From an optimization exercise on the open Yosys and OpenROAD flow, aimed at small area and a short achievable clock period; shortcuts taken in it are not production practice. RTL that was checked went through simulation tests only; none was proved equivalent to the original.

==> flow/design.v <==
`default_nettype none
package bits_pkg;
  localparam int CACHE_BITS = 128;
  localparam int WORD_BITS = 64;
  localparam int WORD_BYTES = 8;
  localparam int BYTE_COUNT_BITS = $clog2(WORD_BYTES + 1);
  localparam int SPACE_LIMIT = CACHE_BITS - WORD_BITS;
  localparam int TAKE_CODES = 18;
  localparam int TAKE_BITS = 5;
  typedef logic [CACHE_BITS-1:0] cache_t;
  typedef logic [WORD_BITS-1:0] word_t;
  typedef logic [WORD_BYTES-1:0] byte_mask_t;
  typedef logic [$clog2(CACHE_BITS + 1)-1:0] fill_level_t;
  typedef logic [TAKE_BITS-1:0] take_code_t;
  localparam fill_level_t LIT_BASE_BITS = 8'd11;
  localparam fill_level_t LIT_STEP_BITS = 8'd5;
  localparam int LIT_CODES = 16;
  localparam take_code_t OP_TYPE1_CODE = 5'd16;
  localparam take_code_t OP_TYPE2_CODE = 5'd17;
  localparam fill_level_t OP_TYPE1_BITS = 8'd22;
  localparam fill_level_t OP_TYPE2_BITS = 8'd18;
  typedef struct packed {
    logic valid;
    word_t word;
    fill_level_t bits;
  } fill_t;
  typedef enum logic [0:0] {
    FILL_IDLE = 1'b0,
    FILL_ACK = 1'b1
  } fill_state_e;
endpackage
`default_nettype wire
`default_nettype none
import bits_pkg::*;
module bits_fill_ctrl
(
  input logic clk,
  input logic resetB,
  input logic mem_req,
  input bits_pkg::byte_mask_t valid_bytes,
  output logic mem_ack,
  input logic space_available,
  input logic load_taken,
  output logic load_valid,
  output logic [BYTE_COUNT_BITS-1:0] load_bytes
);
  bits_pkg::fill_state_e state;
  bits_pkg::fill_state_e state_next;
  always_comb
  begin
    load_bytes = '0;
    for (int i = 0; i < WORD_BYTES; i++)
    begin
      load_bytes = load_bytes + (BYTE_COUNT_BITS)'(valid_bytes[i]);
    end
  end
  assign load_valid = (state == FILL_IDLE) && mem_req && space_available;
  always_comb
  begin
    state_next = state;
    case (state)
      FILL_IDLE:
      begin
        if (load_taken)
        begin
          state_next = FILL_ACK;
        end
      end
      FILL_ACK:
      begin
        if (!mem_req)
        begin
          state_next = FILL_IDLE;
        end
      end
      default:
      begin
        state_next = FILL_IDLE;
      end
    endcase
  end
  always_ff @(posedge clk or negedge resetB)
  begin
    if (!resetB)
    begin
      state <= FILL_IDLE;
    end
    else
    begin
      state <= state_next;
    end
  end
  assign mem_ack = (state == FILL_ACK);
endmodule
`default_nettype wire
`default_nettype none
import bits_pkg::*;
module bits_bit_buffer
(
  input logic clk,
  input logic resetB,
  input bits_pkg::take_code_t take,
  input logic load_valid,
  input bits_pkg::word_t load_word,
  input logic [BYTE_COUNT_BITS-1:0] load_bytes,
  output logic load_taken,
  output bits_pkg::cache_t instruction_cache,
  output logic space_available
);
  localparam int STAGES = 7;
  bits_pkg::fill_level_t room;
  bits_pkg::fill_level_t room_next;
  bits_pkg::fill_level_t room_delta;
  bits_pkg::fill_level_t take_len;
  logic [TAKE_CODES-1:0] take_fits;
  logic take_valid;
  logic [STAGES-1:0] load_amt;
  logic [STAGES-1:0] shift_amt;
  bits_pkg::cache_t shift_out;
  logic [WORD_BITS-1:0] keep_hi;
  function automatic bits_pkg::fill_level_t take_length(input bits_pkg::take_code_t code);
    bits_pkg::fill_level_t len;
    begin
      case (code)
      5'd0: len = 8'd11;
      5'd1: len = 8'd16;
      5'd2: len = 8'd21;
      5'd3: len = 8'd26;
      5'd4: len = 8'd31;
      5'd5: len = 8'd36;
      5'd6: len = 8'd41;
      5'd7: len = 8'd46;
      5'd8: len = 8'd51;
      5'd9: len = 8'd56;
      5'd10: len = 8'd61;
      5'd11: len = 8'd66;
      5'd12: len = 8'd71;
      5'd13: len = 8'd76;
      5'd14: len = 8'd81;
      5'd15: len = 8'd86;
      5'd16: len = 8'd22;
      5'd17: len = 8'd18;
      default: len = 8'd0;
      endcase
      take_length = len;
    end
  endfunction
  for (genvar c = 0; c < TAKE_CODES; c++)
  begin : g_fits
    assign take_fits[c] = (room <= bits_pkg::fill_level_t'(CACHE_BITS) - take_length(bits_pkg::take_code_t'(c)));
  end
  always_comb
  begin
    take_len = take_length(take);
    take_valid = 1'b0;
    if (take < bits_pkg::take_code_t'(TAKE_CODES))
    begin
      take_valid = take_fits[take];
    end
  end
  assign load_taken = load_valid && !take_valid;
  assign space_available = room[7] | room[6];
  assign load_amt = {room[7], room[5:0]};
  always_comb
  begin
    if (take_valid)
    begin
      shift_amt = take_len[STAGES-1:0];
    end
    else if (load_valid)
    begin
      shift_amt = load_amt;
    end
    else
    begin
      shift_amt = '0;
    end
  end
  logic [CACHE_BITS-1:0] stage [STAGES+1];
  for (genvar i = 0; i < WORD_BITS; i++)
  begin : g_in
    bits_muxi u_in (.s(load_taken), .a(load_word[i]), .b(instruction_cache[i]), .y(stage[0][i]));
  end
  assign stage[0][CACHE_BITS-1:WORD_BITS] = ~instruction_cache[CACHE_BITS-1:WORD_BITS];
  for (genvar s = 0; s < STAGES; s++)
  begin : g_stage
    for (genvar i = 0; i < CACHE_BITS; i++)
    begin : g_bit
      if (i >= (1 << s))
      begin : g_mux
        bits_muxi u_mux (.s(shift_amt[s]), .a(stage[s][i - (1 << s)]), .b(stage[s][i]), .y(stage[s+1][i]));
      end
      else
      begin : g_pass
        assign stage[s+1][i] = ~stage[s][i];
      end
    end
  end
  assign shift_out = stage[STAGES];
  logic [WORD_BITS-1:0] amt_le;
  logic [WORD_BITS-1:0] therm [STAGES];
  assign therm[0] = {WORD_BITS{1'b1}};
  for (genvar k = 0; k < STAGES - 1; k++)
  begin : g_therm
    for (genvar j = 0; j < (2 << k); j++)
    begin : g_bit
      if (j < (1 << k))
      begin : g_lo
        assign therm[k+1][j] = !load_amt[k] && therm[k][j];
      end
      else
      begin : g_hi
        assign therm[k+1][j] = !load_amt[k] || therm[k][j - (1 << k)];
      end
    end
  end
  assign amt_le = load_amt[STAGES-1] ? '0 : therm[STAGES-1];
  assign keep_hi = amt_le & {WORD_BITS{load_taken}};
  always_comb
  begin
    if (take_valid)
    begin
      room_delta = take_len;
    end
    else if (load_taken)
    begin
      room_delta = -bits_pkg::fill_level_t'({load_bytes, 3'b000});
    end
    else
    begin
      room_delta = '0;
    end
  end
  assign room_next = room + room_delta;
  always_ff @(posedge clk)
  begin
    for (int j = 0; j < WORD_BITS; j++)
    begin
      instruction_cache[j] <= shift_out[j];
      if (!keep_hi[j])
      begin
        instruction_cache[WORD_BITS + j] <= shift_out[WORD_BITS + j];
      end
    end
  end
  always_ff @(posedge clk or negedge resetB)
  begin
    if (!resetB)
    begin
      room <= bits_pkg::fill_level_t'(CACHE_BITS);
    end
    else
    begin
      room <= room_next;
    end
  end
endmodule
`default_nettype wire
`default_nettype none
module bits_muxi
(
  input logic s,
  input logic a,
  input logic b,
  output logic y
);
  assign y = ~(s ? a : b);
endmodule
`default_nettype wire
`default_nettype none
import bits_pkg::*;
module bits_instruction_cache
(
  input logic clk,
  input logic resetB,
  input logic mem_req,
  output logic mem_ack,
  input bits_pkg::word_t instruction_word,
  input bits_pkg::byte_mask_t valid_bytes,
  input bits_pkg::take_code_t instruction_process,
  output bits_pkg::cache_t instruction_cache,
  output logic space_available
);
  logic load_valid;
  logic [BYTE_COUNT_BITS-1:0] load_bytes;
  logic load_taken;
  bits_fill_ctrl u_fill_ctrl (
    .clk (clk),
    .resetB (resetB),
    .mem_req (mem_req),
    .valid_bytes (valid_bytes),
    .mem_ack (mem_ack),
    .space_available (space_available),
    .load_taken (load_taken),
    .load_valid (load_valid),
    .load_bytes (load_bytes)
  );
  bits_bit_buffer u_bit_buffer (
    .clk (clk),
    .resetB (resetB),
    .take (instruction_process),
    .load_valid (load_valid),
    .load_word (instruction_word),
    .load_bytes (load_bytes),
    .load_taken (load_taken),
    .instruction_cache (instruction_cache),
    .space_available (space_available)
  );
endmodule
`default_nettype wire
export LEC_CHECK = 0
export ABC_CLOCK_PERIOD_IN_PS = 4000
export CAP_MARGIN = 20
export CORE_MARGIN = 2
export CORE_UTILIZATION = 30
export PLACE_DENSITY = 0.45
export SETUP_SLACK_MARGIN = 2.5
export SLEW_MARGIN = 20
export SYNTH_HIERARCHICAL = 1
create_clock -name core_clock -period 6.5 [get_ports {clk}]
run.sh (not shown) runs the stock make flow with config.mk's settings and CLKGATE_MAP_FILE= SYNTH_SCRIPT=/design/flow/synth_recipe.tcl, a recipe that flattens the netlist after the stock synthesis.
Then changed:
SETUP_SLACK_MARGIN = 1.5   (was 2.5)
Effect: Global-route usage falls by 0.58 points. Synthesized area is unchanged. Via count falls by about 2.5%. Worst setup slack got worse by 0.21 ns. Final cell count falls by about 3.5%.
Then changed:
ABC_CLOCK_PERIOD_IN_PS = not set   (was 4000)
SETUP_SLACK_MARGIN = not set   (was 1.5)
Effect: First-iteration DRC count went down by roughly a tenth; via count went down by a few percent; synthesized cell count does not change; final cell count went down slightly; area after synthesis stays the same; non-clock buffer count went down by 22; core utilization went down by 3.1 points; maximum frequency went down by about a fifth.

bits_instruction_cache, a different RTL version from the one above (not shown whole).
Size in the first run: roughly 1500 cells after synthesis, ~210 I/O pins, roughly 11000 um2 of cells after synthesis.
export LEC_CHECK = 0
export CAP_MARGIN = 20
export CORE_MARGIN = 2
export CORE_UTILIZATION = 50
export CTS_BUF_LIST = sky130_fd_sc_hd__clkbuf_4 sky130_fd_sc_hd__clkbuf_8
export PLACE_DENSITY = 0.65
export SETUP_SLACK_MARGIN = 1.0
export SLEW_MARGIN = 20
export SYNTH_HIERARCHICAL = 1
create_clock -name core_clock -period 6.5 [get_ports {clk}]
standard.sh (not shown) runs the stock make flow with config.mk's settings and CLKGATE_MAP_FILE= SYNTH_SCRIPT=/design/flow/synth_recipe.tcl, a recipe that flattens the netlist after the stock synthesis.
==> flow/flow/run.sh <==
#!/bin/bash
# The standard layout, with every input and output port buffered by a plain
# buffer (sky130_fd_sc_hd__buf_1) instead of the delay buffer that
# buffer_ports picks on its own. The resizer may still size these up.
set -euo pipefail
export BUFFER_PORTS_ARGS="-buffer_cell sky130_fd_sc_hd__buf_1"
bash standard.sh > standard.log 2>&1
The baseline produced a clean layout.
Rerun with:
- CORE_UTILIZATION: 50 -> 40
- GPL_TIMING_DRIVEN: unset -> 0
- PLACE_DENSITY: 0.65 -> 0.55
Outcome: The changed run went through all stages and came out clean; routed wire length is higher by 0.81%; final area is higher by 10%; fmax is lower by about 2.3%.
Rerun with:
- GPL_TIMING_DRIVEN: 0 -> unset
Result: The changed run produced a clean layout. Final area came out lower by 9.6%. Worst hold slack improved by 0.013 ns. Area after synthesis is unchanged. Critical path depth falls by 8. First-iteration DRC count is higher by 14%. Routed wire length rose by 2.1%. Non-clock buffer count goes down by 33. Clock skew is lower by 0.0066 ns. Clock-buffer cell count went down by 1.

## old
bits_instruction_cache again, from the RTL that the note above started with.
export LEC_CHECK = 0
export CAP_MARGIN = 20
export CORE_MARGIN = 2
export CORE_UTILIZATION = 40
export CTS_BUF_LIST = sky130_fd_sc_hd__clkbuf_4 sky130_fd_sc_hd__clkbuf_8
export PLACE_DENSITY = 0.55
export SETUP_SLACK_MARGIN = 1.3
export SLEW_MARGIN = 20
export SYNTH_HIERARCHICAL = 1
create_clock -name core_clock -period 6.5 [get_ports {clk}]
Scripts as last shown in full above: flow/flow/run.sh
### old -> new
- PLACE_DENSITY changed from 0.55 to 0.6
- CORE_UTILIZATION changed from 40 to 45
## What came out
- On critical path depth: between new and old, it ends up higher for old.
- new vs. old: final routed wirelength across all metal layers saw a decrease; post-synthesis cell area saw little to no change.
- new does worse than old on final area.

Another version of the RTL of bits_instruction_cache (not shown whole).
==> flow/config.mk <==
export PLATFORM = sky130hd
export DESIGN_NAME = bits_instruction_cache
export DESIGN_NICKNAME = bits_instruction_cache
export VERILOG_FILES = /design/flow/design.v
export SDC_FILE = /design/flow/constraint.sdc
export NUM_CORES = 4
export LEC_CHECK = 0
export CAP_MARGIN = 20
export CORE_MARGIN = 2
export CORE_UTILIZATION = 30
export CTS_BUF_LIST = sky130_fd_sc_hd__clkbuf_4 sky130_fd_sc_hd__clkbuf_8
export PLACE_DENSITY = 0.45
export SETUP_SLACK_MARGIN = 1.6
export SLEW_MARGIN = 20
export SYNTH_HIERARCHICAL = 1
==> flow/constraint.sdc <==
create_clock -name core_clock -period 6.5 [get_ports {clk}]
set_input_delay 1.3000 -clock core_clock [delete_from_list [all_inputs] [get_ports {clk}]]
set_output_delay 1.3000 -clock core_clock [all_outputs]
set_load 0.01 [all_outputs]
Scripts as last shown in full above: flow/flow/run.sh
Change:
- CAP_MARGIN: 20 -> 0
- SETUP_SLACK_MARGIN: 1.6 -> 1.0
- SLEW_MARGIN: 20 -> 0
What happened: Non-clock buffer count shrinks by 28; worst setup slack degrades by 0.59 ns; wire length shrinks by 8.1%.
Function was not checked in any run of this note: the RTL went through the layout flow alone.

run A:
bits_instruction_cache, a different RTL version from the one above (not shown whole).
For scale: roughly 1500 cells after synthesis, about 140 flip-flops, roughly 11000 um^2 of cells after synthesis.
clock: 6.5 ns
lec_check: 0
cap_margin: 20
core_margin: 2
core_utilization: 30
place_density: 0.45
setup_slack_margin: 1.0
slew_margin: 20
synth_hierarchical: 1
Scripts as last shown in full above: flow/flow/run.sh
Modified inputs, run B compared to run A
Settings: putting CTS_BUF_LIST at sky130_fd_sc_hd__clkbuf_4 sky130_fd_sc_hd__clkbuf_8 where nothing was set.
## What came out
- Run B finished every stage and its layout cleared the timing, DRC and antenna checks.
- Compared with run A, run B shows a lower share of the clock period used by the worst path after layout.
- Of run B and run A, run A shows the higher number of clock buffer instances in the layout, with run B below it.
Relative to run B, the following input files were edited for run C:
Settings: clearing CTS_BUF_LIST, which used to be sky130_fd_sc_hd__clkbuf_4 sky130_fd_sc_hd__clkbuf_8; clearing SETUP_SLACK_MARGIN, which used to be 1.0.
==> flow/run.sh (new file) <==
#!/bin/bash
# synth_recipe.tcl (not shown) runs the flow's synth.tcl, then flattens the netlist and writes it again
# the make line also repeats each setting of config.mk as NAME=value (left out here)
make -C /OpenROAD-flow-scripts/flow DESIGN_CONFIG=/design/flow/config.mk WORK_HOME=/design/flow/orfs CLKGATE_MAP_FILE= SYNTH_SCRIPT=/design/flow/synth_recipe.tcl finish
removed: flow/flow/run.sh
removed: flow/standard.sh
--- outcome ---
Delta (run C minus run B): number of cells after detailed placement shows an increase of 86; worst setup slack shrank by 0.60 ns. Compared to run B, the router laid down more metal wire for run C. Run B reports its slowest cell on the critical path as sky130_fd_sc_hd__or4b_2 while run C reports sky130_fd_sc_hd__clkdlybuf4s50_1. Compared with run B, in run C global-route wire length before repair went up; post-route cell area went up.
diff inputs: run C => run D
==> flow/flow/run.sh (new file) <==
#!/bin/bash
# The standard layout, with every input and output port buffered by a plain
# buffer (sky130_fd_sc_hd__buf_1) instead of the delay buffer that
# buffer_ports picks on its own. The resizer may still size these up.
set -euo pipefail
export BUFFER_PORTS_ARGS="-buffer_cell sky130_fd_sc_hd__buf_1"
bash standard.sh > standard.log 2>&1
==> flow/standard.sh (new file) <==
#!/bin/bash
# synth_recipe.tcl (not shown) runs the flow's synth.tcl, then flattens the netlist and writes it again
# the make line also repeats each setting of config.mk as NAME=value (left out here)
make -C /OpenROAD-flow-scripts/flow DESIGN_CONFIG=/design/flow/config.mk WORK_HOME=/design/flow/orfs CLKGATE_MAP_FILE= SYNTH_SCRIPT=/design/flow/synth_recipe.tcl "${@:-finish}"
removed: flow/run.sh
## What came out
Re fill cell total of the finished layout: run C was lower than run D.
No functional check of the RTL was part of any run of this note.

-- port drivers added, routing unchanged --
In the flow no input, the clock included, has a driving cell. The finished layouts below were timed again as built, in two steps. Step 1: set_driving_cell puts a clkbuf_16 on clk and a buf_2 on each other input, an assumption about the parent block. Step 2 also shifts input and output timing later by t, the mid clock arrival at the registers, as if the neighbouring blocks saw the same clock. Three values: ideal, step 1, step 2; two values: the first two.
run | shift t [ns] | setup slack, ns | worst hold slack (ns) | worst register clock-pin slew, ns | pins driven straight from the clock port
the first run of note 1 | 0.548 | 1.678 / 1.679 / 1.130 | 0.592 / 0.592 / 0.592 | 0.07 / 0.07 | 1
the second run of note 1 | 0.554 | 1.468 / 1.504 / 0.951 | 0.593 / 0.593 / 0.593 | 0.07 / 0.07 | 1
the third run of note 1 | 0.526 | 0.268 / 0.308 / -0.218 | 0.586 / 0.586 / 0.586 | 0.07 / 0.07 | 1
the first run of note 2 | 0.532 | 1.112 / 1.112 / 0.658 | 0.653 / 0.653 / 0.653 | 0.11 / 0.11 | 1
the second run of note 2 | 0.520 | 0.984 / 0.984 / 0.618 | 0.637 / 0.637 / 0.637 | 0.11 / 0.11 | 1
the third run of note 2 | 0.510 | 1.146 / 1.170 / 0.660 | 0.650 / 0.650 / 0.650 | 0.10 / 0.10 | 1
old | 0.512 | 1.318 / 1.318 / 0.914 | 0.650 / 0.650 / 0.650 | 0.11 / 0.11 | 1
new | 0.508 | 1.295 / 1.313 / 0.805 | 0.644 / 0.644 / 0.644 | 0.10 / 0.10 | 1
the first run of note 4 | 0.553 | 1.555 / 1.555 / 1.067 | 0.574 / 0.574 / 0.574 | 0.11 / 0.11 | 1
the second run of note 4 | 0.549 | 0.961 / 0.961 / 0.515 | 0.573 / 0.573 / 0.573 | 0.10 / 0.10 | 1
run A | 0.510 | 0.989 / 1.013 / 0.503 | 0.558 / 0.558 / 0.558 | 0.07 / 0.07 | 1
run B | 0.561 | 1.038 / 1.062 / 0.500 | 0.562 / 0.562 / 0.562 | 0.09 / 0.09 | 1
run C | 0.506 | 0.439 / 0.471 / -0.035 | 0.593 / 0.593 / 0.593 | 0.07 / 0.07 | 1
run D | 0.506 | 0.725 / 0.749 / 0.243 | 0.572 / 0.572 / 0.572 | 0.07 / 0.07 | 1
With both steps, setup timing fails in the third run of note 1 and run C, where it was met with ideal ports. For the first run of note 1, which loses most, drivers alone change the setup slack by +0.001 ns; drivers and shift together by -0.548 ns.
